What follows belongs to an exercise in optimizing a design on an open flow for a short achievable clock period and few clock cycles; a production flow would make more cautious choices. Only simulation tests tie the RTL to the original design; equivalence was not proved. No activity file was given, so power comes from the tool's default toggle rates.

===== flow/config.mk =====
export PLATFORM = sky130hd
export DESIGN_NAME = cpuTop
export DESIGN_NICKNAME = cpuTop
export VERILOG_FILES = /design/flow/design.v
export SDC_FILE = /design/flow/constraint.sdc
export NUM_CORES = 4
export LEC_CHECK = 0
export CAP_MARGIN = 20
export CORE_MARGIN = 2
export CORE_UTILIZATION = 40
export SETUP_SLACK_MARGIN = 2.0
export SLEW_MARGIN = 20

===== flow/constraint.sdc =====
create_clock -name core_clock -period 4.4 [get_ports {clk}]
set_input_delay 0.8800 -clock core_clock [delete_from_list [all_inputs] [get_ports {clk}]]
set_output_delay 0.8800 -clock core_clock [all_outputs]
set_load 0.01 [all_outputs]

===== flow/design.v =====
package cpuPkg;
	localparam int wordWidth = 8;                   
	typedef logic [wordWidth-1:0] wordT;            
	localparam logic [3:0] opNop = 4'h0;
	localparam logic [3:0] opMov = 4'h1;            
	localparam logic [3:0] opAdd = 4'h2;
	localparam logic [3:0] opSub = 4'h3;
	localparam logic [3:0] opAnd = 4'h4;
	localparam logic [3:0] opOr  = 4'h5;
	localparam logic [3:0] opOut = 4'h6;            
	localparam logic [3:0] opIn  = 4'h7;            
	localparam logic [3:0] opLdm = 4'h8;            
	localparam logic [3:0] opLdd = 4'h9;            
	localparam logic [3:0] opStd = 4'ha;            
	localparam logic [6:0] fnAdd = 7'b0000001;
	localparam logic [6:0] fnSub = 7'b0000010;
	localparam logic [6:0] fnAnd = 7'b0000100;
	localparam logic [6:0] fnOr  = 7'b0001000;
	localparam logic [6:0] fnMov = 7'b0010000;      
	localparam logic [6:0] fnK   = 7'b0100000;      
	localparam logic [6:0] fnLd  = 7'b1000000;      
	typedef struct packed {
		logic       two;                            
		logic       mem;                            
		logic       out;
		logic       st;
		logic       isIn;
		logic [3:0] selA;                           
		logic [3:0] selB;                           
		logic [3:0] we;                             
		logic [3:0] rd;                             
		logic [6:0] fn;
	} decT;
endpackage
module fetchStage (
	input  logic         clk,
	input  logic         arstN,
	input  cpuPkg::wordT instr,                     
	input  cpuPkg::wordT nextByte,                  
	input  cpuPkg::wordT inPort,
	output cpuPkg::wordT pc,
	output logic [3:0]   nSelAA, nSelBA,            
	output logic [3:0]   nSelAB, nSelBB,
	output logic [3:0]   nSelSt,                    
	output logic [3:0]   nSelOut,                   
	output logic         outVN,                     
	output logic [27:0]  exWrA, exWrB,              
	output logic [3:0]   exHold,                    
	output cpuPkg::wordT exKA, exKB,                
	output logic         exStV,
	output logic [15:0]  memLoN,                    
	output logic [15:0]  memHiN,                    
	output logic [15:0]  exMemLo,                   
	output logic [15:0]  exMemHi
);
	cpuPkg::decT d0, d1, dL, dA, dB;
	decodeStage uDec0 (.ins(instr),    .d(d0));
	decodeStage uDec1 (.ins(nextByte), .d(d1));
	function automatic logic ok(input cpuPkg::decT a, input cpuPkg::decT b);
		ok = ~|(a.we & b.rd) && !(a.mem && b.mem) && !(a.out && b.out);
	endfunction
	logic         lv;                               
	logic         vB, keep, keepIn0, step1, immIn0;
	cpuPkg::wordT immA;
	always_comb begin
		if (!lv) begin
			dA      = d0;
			dB      = d1;
			immA    = nextByte;
			vB      = !d0.two && !d1.two && ok(d0, d1);
			keep    = !d0.two && !vB;               
			keepIn0 = 1'b0;
			step1   = 1'b0;
		end else if (dL.two) begin
			dA      = dL;
			dB      = d1;
			immA    = instr;
			vB      = !d1.two && ok(dL, d1);
			keep    = !vB;
			keepIn0 = 1'b0;
			step1   = 1'b0;
		end else begin
			dA      = dL;
			dB      = d0;
			immA    = instr;
			vB      = ok(dL, d0);
			keep    = !(vB && d0.two);
			keepIn0 = !vB;
			step1   = !vB;                          
		end
	end
	assign immIn0 = lv && dL.two;
	assign nSelAA  = dA.selA;
	assign nSelBA  = dA.selB;
	assign nSelAB  = dB.selA;
	assign nSelBB  = dB.selB;
	assign nSelSt  = dA.st ? dA.selB : dB.selB;
	assign nSelOut = dA.out ? dA.selB : dB.selB;
	assign outVN   = dA.out || (vB && dB.out);
	cpuPkg::wordT pcPlus1, pcPlus2;
	assign pcPlus1 = pc + 8'd1;
	assign pcPlus2 = pc + 8'd2;
	assign memLoN = immIn0 ? (16'b1 << instr[3:0]) : (16'b1 << nextByte[3:0]);
	assign memHiN = immIn0 ? (16'b1 << instr[7:4]) : (16'b1 << nextByte[7:4]);
	always_ff @(posedge clk or negedge arstN) begin
		if (!arstN) begin
			pc     <= '0;
			lv     <= 1'b0;
			exWrA  <= '0;
			exWrB  <= '0;
			exHold <= '1;
			exStV  <= 1'b0;
		end else begin
			pc     <= step1 ? pcPlus1 : pcPlus2;
			lv     <= keep;
			for (int i = 0; i < 4; i++) begin
				exWrA[7*i +: 7] <= (dA.we[i] && !(vB && dB.we[i])) ? dA.fn : 7'b0;
				exWrB[7*i +: 7] <= (vB && dB.we[i]) ? dB.fn : 7'b0;
			end
			exHold <= ~(dA.we | (vB ? dB.we : 4'b0));
			exStV  <= dA.st || (vB && dB.st);
		end
	end
	always_ff @(posedge clk) begin
		dL        <= keepIn0 ? d0 : d1;
		exKA      <= dA.isIn ? inPort : immA;
		exKB      <= dB.isIn ? inPort : nextByte;   
		exMemLo   <= memLoN;
		exMemHi   <= memHiN;
	end
endmodule
module regFile (
	input  logic         clk,
	input  logic         arstN,
	input  logic [31:0]  wdata,                     
	output logic [31:0]  regs                       
);
	always_ff @(posedge clk or negedge arstN) begin
		if (!arstN) regs <= '0;
		else        regs <= wdata;
	end
endmodule
module decodeStage (
	input  cpuPkg::wordT        ins,
	output cpuPkg::decT         d
);
	logic [3:0] op, sa, sb;
	assign op = ins[7:4];
	assign sa = 4'b1 << ins[3:2];
	assign sb = 4'b1 << ins[1:0];
	always_comb begin
		d      = '0;
		d.selA = sa;
		d.selB = sb;
		case (op)
			cpuPkg::opMov: begin d.fn = cpuPkg::fnMov; d.we = sa; d.rd = sb; end
			cpuPkg::opAdd: begin d.fn = cpuPkg::fnAdd; d.we = sa; d.rd = sa | sb; end
			cpuPkg::opSub: begin d.fn = cpuPkg::fnSub; d.we = sa; d.rd = sa | sb; end
			cpuPkg::opAnd: begin d.fn = cpuPkg::fnAnd; d.we = sa; d.rd = sa | sb; end
			cpuPkg::opOr:  begin d.fn = cpuPkg::fnOr;  d.we = sa; d.rd = sa | sb; end
			cpuPkg::opOut: begin d.out = 1'b1; d.rd = sb; end
			cpuPkg::opIn:  begin d.fn = cpuPkg::fnK; d.we = sb; d.isIn = 1'b1; end
			cpuPkg::opLdm: begin d.fn = cpuPkg::fnK; d.we = sb; d.two = 1'b1; end
			cpuPkg::opLdd: begin d.fn = cpuPkg::fnLd; d.we = sb; d.two = 1'b1; d.mem = 1'b1; end
			cpuPkg::opStd: begin d.st = 1'b1; d.rd = sb; d.two = 1'b1; d.mem = 1'b1; end
			default: ;
		endcase
	end
endmodule
module executeStage (
	input  logic         clk,
	input  logic         arstN,
	input  logic [31:0]  regs,                      
	input  logic [27:0]  wrA, wrB,                  
	input  logic [3:0]   hold,                      
	input  cpuPkg::wordT kA, kB,                    
	input  cpuPkg::wordT ldData,                    
	input  logic [3:0]   nSelAA, nSelBA,            
	input  logic [3:0]   nSelAB, nSelBB,            
	input  logic [3:0]   nSelSt,                    
	input  logic [3:0]   nSelOut,                   
	input  logic         outVN,                     
	output logic [31:0]  wdata,                     
	output cpuPkg::wordT stData,                    
	output cpuPkg::wordT outPort,
	output logic         outEn
);
	cpuPkg::wordT aA, bA, aB, bB;                   
	cpuPkg::wordT t [13];
	assign t[0]  = aA + bA;
	assign t[1]  = aA - bA;
	assign t[2]  = aA & bA;
	assign t[3]  = aA | bA;
	assign t[4]  = bA;
	assign t[5]  = kA;
	assign t[6]  = aB + bB;
	assign t[7]  = aB - bB;
	assign t[8]  = aB & bB;
	assign t[9]  = aB | bB;
	assign t[10] = bB;
	assign t[11] = kB;
	assign t[12] = ldData;
	function automatic logic [7:0] after(input logic [3:0] sel, input logic [27:0] wa,
	                                     input logic [27:0] wb, input logic [3:0] h,
	                                     input logic [31:0] r, input logic [7:0] t0,
	                                     input logic [7:0] t1, input logic [7:0] t2,
	                                     input logic [7:0] t3, input logic [7:0] t4,
	                                     input logic [7:0] t5, input logic [7:0] t6,
	                                     input logic [7:0] t7, input logic [7:0] t8,
	                                     input logic [7:0] t9, input logic [7:0] t10,
	                                     input logic [7:0] t11, input logic [7:0] t12);
		logic [6:0] ca, cb;
		logic [7:0] v;
		for (int f = 0; f < 7; f++) begin
			ca[f] = |(sel & {wa[21 + f], wa[14 + f], wa[7 + f], wa[f]});
			cb[f] = |(sel & {wb[21 + f], wb[14 + f], wb[7 + f], wb[f]});
		end
		v = ({8{ca[0]}} & t0) | ({8{ca[1]}} & t1) | ({8{ca[2]}} & t2) |
		    ({8{ca[3]}} & t3) | ({8{ca[4]}} & t4) | ({8{ca[5]}} & t5) |
		    ({8{cb[0]}} & t6) | ({8{cb[1]}} & t7) | ({8{cb[2]}} & t8) |
		    ({8{cb[3]}} & t9) | ({8{cb[4]}} & t10) | ({8{cb[5]}} & t11) |
		    ({8{ca[6] | cb[6]}} & t12);
		for (int i = 0; i < 4; i++) v = v | ({8{sel[i] & h[i]}} & r[8*i +: 8]);
		after = v;
	endfunction
	always_comb begin
		for (int i = 0; i < 4; i++) wdata[8*i +: 8] = after(4'b1 << i, wrA, wrB, hold, regs, t[0], t[1], t[2], t[3], t[4], t[5], 
	t[6], t[7], t[8], t[9], t[10], t[11], t[12]);
	end
	always_ff @(posedge clk) begin
		aA     <= after(nSelAA, wrA, wrB, hold, regs, t[0], t[1], t[2], t[3], t[4], t[5], 
	t[6], t[7], t[8], t[9], t[10], t[11], t[12]);
		bA     <= after(nSelBA, wrA, wrB, hold, regs, t[0], t[1], t[2], t[3], t[4], t[5], 
	t[6], t[7], t[8], t[9], t[10], t[11], t[12]);
		aB     <= after(nSelAB, wrA, wrB, hold, regs, t[0], t[1], t[2], t[3], t[4], t[5], 
	t[6], t[7], t[8], t[9], t[10], t[11], t[12]);
		bB     <= after(nSelBB, wrA, wrB, hold, regs, t[0], t[1], t[2], t[3], t[4], t[5], 
	t[6], t[7], t[8], t[9], t[10], t[11], t[12]);
		stData <= after(nSelSt, wrA, wrB, hold, regs, t[0], t[1], t[2], t[3], t[4], t[5], 
	t[6], t[7], t[8], t[9], t[10], t[11], t[12]);
	end
	always_ff @(posedge clk or negedge arstN) begin
		if (!arstN) begin
			outEn   <= 1'b0;
			outPort <= '0;
		end else begin
			outEn <= outVN;
			if (outVN) outPort <= after(nSelOut, wrA, wrB, hold, regs, t[0], t[1], t[2], t[3], t[4], t[5], 
	t[6], t[7], t[8], t[9], t[10], t[11], t[12]);
		end
	end
endmodule
module memoryStage (
	input  logic         clk,
	input  logic         we,
	input  logic [15:0]  wlo,                       
	input  logic [15:0]  whi,                       
	input  cpuPkg::wordT wdata,
	input  logic [15:0]  rlo,                       
	input  logic [15:0]  rhi,                       
	output cpuPkg::wordT rdata                      
);
	cpuPkg::wordT dataMem [256];
	always_ff @(posedge clk) begin
		for (int i = 0; i < 256; i++) begin
			if (we && whi[i / 16] && wlo[i % 16]) dataMem[i] <= wdata;
		end
	end
	cpuPkg::wordT grp [16];
	logic         fwd;                              
	cpuPkg::wordT fwdData;
	always_ff @(posedge clk) begin
		for (int h = 0; h < 16; h++) begin
			cpuPkg::wordT g;
			g = '0;
			for (int l = 0; l < 16; l++) begin
				g = g | ({8{rlo[l]}} & dataMem[16*h + l]);
			end
			grp[h] <= {8{rhi[h]}} & g;
		end
		fwd     <= we && |(wlo & rlo) && |(whi & rhi);
		fwdData <= wdata;
	end
	always_comb begin
		rdata = '0;
		for (int h = 0; h < 16; h++) rdata = rdata | grp[h];
		if (fwd) rdata = fwdData;
	end
endmodule
module cpuTop #(
	parameter int dataMemDepth = 256                
) (
	input  logic         clk,
	input  logic         arstN,
	input  cpuPkg::wordT instr,                     
	input  cpuPkg::wordT nextByte,                  
	input  cpuPkg::wordT inPort,
	output cpuPkg::wordT pc,
	output cpuPkg::wordT outPort,
	output logic         outEn
);
	logic [3:0]   nSelAA, nSelBA, nSelAB, nSelBB, nSelSt, nSelOut, hold;
	logic [27:0]  wrA, wrB;
	cpuPkg::wordT kA, kB, stData, ldData;
	logic [15:0]  memLo, memHi, memLoN, memHiN;
	logic         outVN, stV;
	logic [31:0]  regs, wdata;
	fetchStage uFetch (
		.clk       (clk),
		.arstN     (arstN),
		.instr     (instr),
		.nextByte  (nextByte),
		.inPort    (inPort),
		.pc        (pc),
		.nSelAA    (nSelAA),
		.nSelBA    (nSelBA),
		.nSelAB    (nSelAB),
		.nSelBB    (nSelBB),
		.nSelSt    (nSelSt),
		.nSelOut   (nSelOut),
		.outVN     (outVN),
		.exWrA     (wrA),
		.exWrB     (wrB),
		.exHold    (hold),
		.exKA      (kA),
		.exKB      (kB),
		.exStV     (stV),
		.memLoN    (memLoN),
		.memHiN    (memHiN),
		.exMemLo   (memLo),
		.exMemHi   (memHi)
	);
	regFile uRegFile (
		.clk   (clk),
		.arstN (arstN),
		.wdata (wdata),
		.regs  (regs)
	);
	executeStage uExecute (
		.clk     (clk),
		.arstN   (arstN),
		.regs    (regs),
		.wrA     (wrA),
		.wrB     (wrB),
		.hold    (hold),
		.kA      (kA),
		.kB      (kB),
		.ldData  (ldData),
		.nSelAA  (nSelAA),
		.nSelBA  (nSelBA),
		.nSelAB  (nSelAB),
		.nSelBB  (nSelBB),
		.nSelSt  (nSelSt),
		.nSelOut (nSelOut),
		.outVN   (outVN),
		.wdata   (wdata),
		.stData  (stData),
		.outPort (outPort),
		.outEn   (outEn)
	);
	memoryStage uMemory (
		.clk   (clk),
		.we    (stV),
		.wlo   (memLo),
		.whi   (memHi),
		.wdata (stData),
		.rlo   (memLoN),
		.rhi   (memHiN),
		.rdata (ldData)
	);
endmodule

===== flow/run.sh =====
#!/bin/bash
# synth_recipe.tcl (not shown) runs the flow's synth.tcl, then flattens the netlist and writes it again
# the make line also repeats each setting of config.mk as NAME=value (left out here)
make -C /OpenROAD-flow-scripts/flow DESIGN_CONFIG=/design/flow/config.mk WORK_HOME=/design/flow/orfs CLKGATE_MAP_FILE= SYNTH_SCRIPT=/design/flow/synth_recipe.tcl finish

==> results.json <==
{
  "outcome": "no timing/DRC/antenna violations",
  "cts_tree": "built",
  "coreArea_mm2": 0.240,
  "setup_viol": 0,
  "skew_ns": 0.0961,
  "track_usage": 0.370,
  "antenna_found_initial": 39,
  "cts.sinks": 2408,
  "grt_pass1_vias": 70500,
  "fin_nets": 7770,
  "drc": 0,
  "slew_viol_final": 0,
  "grt_first_pass_wirelength_um": 620000,
  "synth_top_family_by_area": "compound AO/OA/AOI/OAI gates",
  "max_freq_mhz": 319,
  "cts_max_level": 4,
  "fin_setup_tns_ns": 0,
  "ir_drop_mv": 0.506,
  "port_buffers": 42,
  "cts-hold-fix-buffers": 0,
  "dpl_cell_area_mm2": 0.105,
  "gp_congestion": 1.03,
  "rsz0062_at_grt": "yes",
  "wirelength_um": 479000,
  "multi_input_area_mm2": 0.0308,
  "clk_path_buf_depth": 3,
  "ys_ff_latch": 2408,
  "period_share": 0.713,
  "drt-vias-per-instance": 6.96,
  "worstPathRequired_ns": 5.16,
  "slew_headroom": 0.0879,
  "pin_count": 43,
  "die-area_mm2": 0.245,
  "ys_top_cells_by_count": "edfxtp_1 (2048), a22oi_1 (764), nand2_1 (485)",
  "netlist_area_mm2": 0.0963,
  "grt-ovfl-total": 0,
  "cts_root_buf": "clkbuf_16",
  "fillers": 19200,
  "postRouteAntennaNets": 0,
  "first_pass_iters": 13,
  "clk_pin_slew_worst_paths_ns": 0.06,
  "postSynthAreaPerCell_um2": 14.4,
  "tightest_slew_ns": 1.37,
  "place_worst_setup_slack_ns": 0.202,
  "powerDensity_mw_per_mm2": 548,
  "clk_latency_ns": 0.93,
  "critPathLaunchType": "flop",
  "end_kind": "flop",
  "yosys.cell_types.count": 89,
  "yosysTopAreaCellShare": 0.638,
  "die_width_um": 495,
  "seq_area_frac_synth": 0.719,
  "cellLeakagePower_nw": 45.3,
  "synth_edf_count": 2048,
  "path_class": "reg2reg",
  "synth-xor-area-share": 0.00282,
  "synth.area.mux_share": 0.00975,
  "drive_above_1_share": 0.330,
  "start_util": 0.401,
  "numCtsBuffers": 238,
  "hold_slack_ns": 0.0667,
  "fin_ws_ns": 1.26,
  "yosysMostFrequentCell": "edfxtp_1",
  "p_total_mw": 70.2,
  "vias": 77400,
  "yosys_warnings": 8,
  "hpwl_um": 271000,
  "synth_compound_area_frac": 0.165,
  "postSynth.asyncResetShare": 0.0461,
  "grt_start_max_net_pins": 148,
  "wl_per_cell_um": 43.1,
  "synthSimpleGateAreaFrac": 0.0695,
  "cp_data_arrival_time_ns": 3.90,
  "final_cell_area_mm2": 0.128,
  "mappedNetlistNets": 6756,
  "synthCells": 6674,
  "maxCapViolCount": 0,
  "min-delay-path-class": "in2async",
  "yosys.area.top_type": "edfxtp_1",
  "syn2layout_area_growth_pct": 32.9,
  "synthAdderAreaFrac": 0.00759,
  "synthTopCellsByArea": "edfxtp_1 (64%), a22oi_1 (6.0%), dfxtp_1 (5.2%)",
  "drt_iter0_drc": 14700,
  "critPathMaxFanout": 6,
  "finalHoldViolCount": 0,
  "die_y_um": 495,
  "ff_latch_area_mm2": 0.0694,
  "synthFlopType": "edfxtp_1",
  "period_minus_slack_ns": 3.14,
  "fp-row-count": 180
}
-- what timing repair did --
action | in CTS | in global routing
gates resized for setup | 955 | 496
setup buffers | 406 | 265
pin swaps | 433 | 406
endpoints found under the hold margin | 0 | 0
cloned | 74 | 38
setup endpoints to repair | 651 | 290
-- power breakdown --
part / internal [mW] / leakage (nW) / switching (mW)
sequential: 27.0 / 22.4 / 1.52
clock: 11.6 / 3.91 / 9.28
combinational: 6.70 / 19.0 / 14.0
-- state kept, by name (all words and copies together), names as in the netlist --
signal,flops
uExecute.aA,8
uExecute.aB,8
uExecute.bA,8
uExecute.bB,8
uExecute.outEn,1
uExecute.outPort,8
uExecute.stData,8
uFetch.dL,24
uFetch.exHold,4
uFetch.exKA,8
uFetch.exKB,8
uFetch.exMemHi,16
uFetch.exMemLo,16
uFetch.exStV,1
uFetch.exWrA,28
uFetch.exWrB,28
uFetch.lv,1
uFetch.pc,8
uMemory.dataMem,2048
uMemory.fwd,1
uMemory.fwdData,8
uMemory.grp,128
uRegFile.regs,32
-- placed cells by master, fill, tap and decap left out, types with 54 or more instances in the layout --
cell type / count
a21oi_1: 131
a221oi_1: 81
a221oi_2: 113
a222oi_1: 196
a22o_1: 120
a22oi_1: 602
a22oi_2: 164
a31oi_1: 116
and3_1: 269
buf_12: 191
buf_16: 80
buf_4: 690
buf_6: 192
clkbuf_16: 281
dfrtp_1: 98
dfxtp_1: 209
edfxtp_1: 2048
inv_1: 78
nand2_1: 394
nand2_2: 54
nand3_1: 123
nand3_2: 60
nor2_1: 172
nor2_2: 56
o21ai_0: 119
-- cell families (layout without fill, tap and decap cells) --
family          after synthesis  after routing
compound gates             2091           2093
xor+xnor                     31             31
fa+ha+maj                    56             56
buf+inv                     605           1821
flops                      2408           2408
mux                          87             94
other cells                   0             33
simple gates               1396           1397
-- per-layer routing --
metal | vias to the layer above | track usage | wire [um]
met5 | - | 0.00176 | 584
met4 | 38 | 0.182 | 30500
met3 | 1499 | 0.141 | 77000
met2 | 7033 | 0.517 | 196000
met1 | 39400 | 0.502 | 175000
li1 | 29500 | - | -
-- path summary, 6_finish.rpt --
kind / startpoint / depth (start not counted) / endpoint / slack, ns
max: uFetch.lv / 12 / uMemory.grp[1][6] / 1.26
min: arstN / 1 / uFetch.pc[4] / 0.07
max reg2reg: uFetch.lv / 12 / uMemory.grp[1][6] / 1.26
min reg2reg: uMemory.dataMem[31][6] / 2 / uMemory.grp[1][6] / 0.50
max in group asynchronous: arstN / 2 / uRegFile.regs[19] / 3.39
min in group core_clock: instr[6] / 3 / uFetch.dL[25] / 0.40
-- critical path, stage by stage (launching register included) --
cell and delay [ns]:
dfrtp_2 0.43, buf_6 0.18, and2_4 0.22, buf_6 0.13
mux2i_4 0.43, buf_6 0.16, buf_6 0.17, nor2_4 0.11
buf_4 0.15, a222oi_1 0.43, o21ai_0 0.21, a221oi_1 0.25
a21oi_1 0.10
-- area by class of cell --
cell class	instances	area share
clock inverter	128	0.0102
multi-input combinational	3671	0.240
timing repair buffer	1274	0.121
clock buffer	324	0.0522
antenna	33	0.000645
tap	3185	0.0311
sequential	2408	0.542
inverter	95	0.00297
-- stage by stage --
stage | utilization | cells
6_report | 0.533 | 11100
5_1_grt | 0.533 | 11100
4_1_cts | 0.510 | 10800
3_5_place_dp | 0.437 | 9848
3_3_place_gp | 0.437 | 9847
2_1_floorplan | - | 6674
Testbench counts, summed over its fixed seeds: cycles 16,345.

[static timing again, ports no longer ideal]
The results above use ideal ports. As a check the final layout listed here was re-extracted and re-timed, cells and wires unchanged.
Step 1, drivers: a clkbuf_16 drives clk and a buf_2 each remaining input, both assumed.
Step 2 adds t to the input delays and takes it off the output delays; t is the mean of the earliest and latest rising clock arrival at the registers after step 1. Input paths then give back, and output paths get back, about the clock's delay inside the block.
Slacks: ideal / step 1 / step 2; pairs: ideal / step 1.
shift t [ns]: 0.972
setup WS [ns]: 1.264 / 1.264 / 0.551
worst hold slack (ns): 0.067 / 0.006 / 0.505
slew at the worst register clock pin (ns): 0.07 / 0.07
worst slew at a driven data input, ns: 0.09
After both steps setup and hold are still met in this run. For this run, drivers alone change the setup slack by 0.000 ns; drivers and shift together by -0.713 ns.
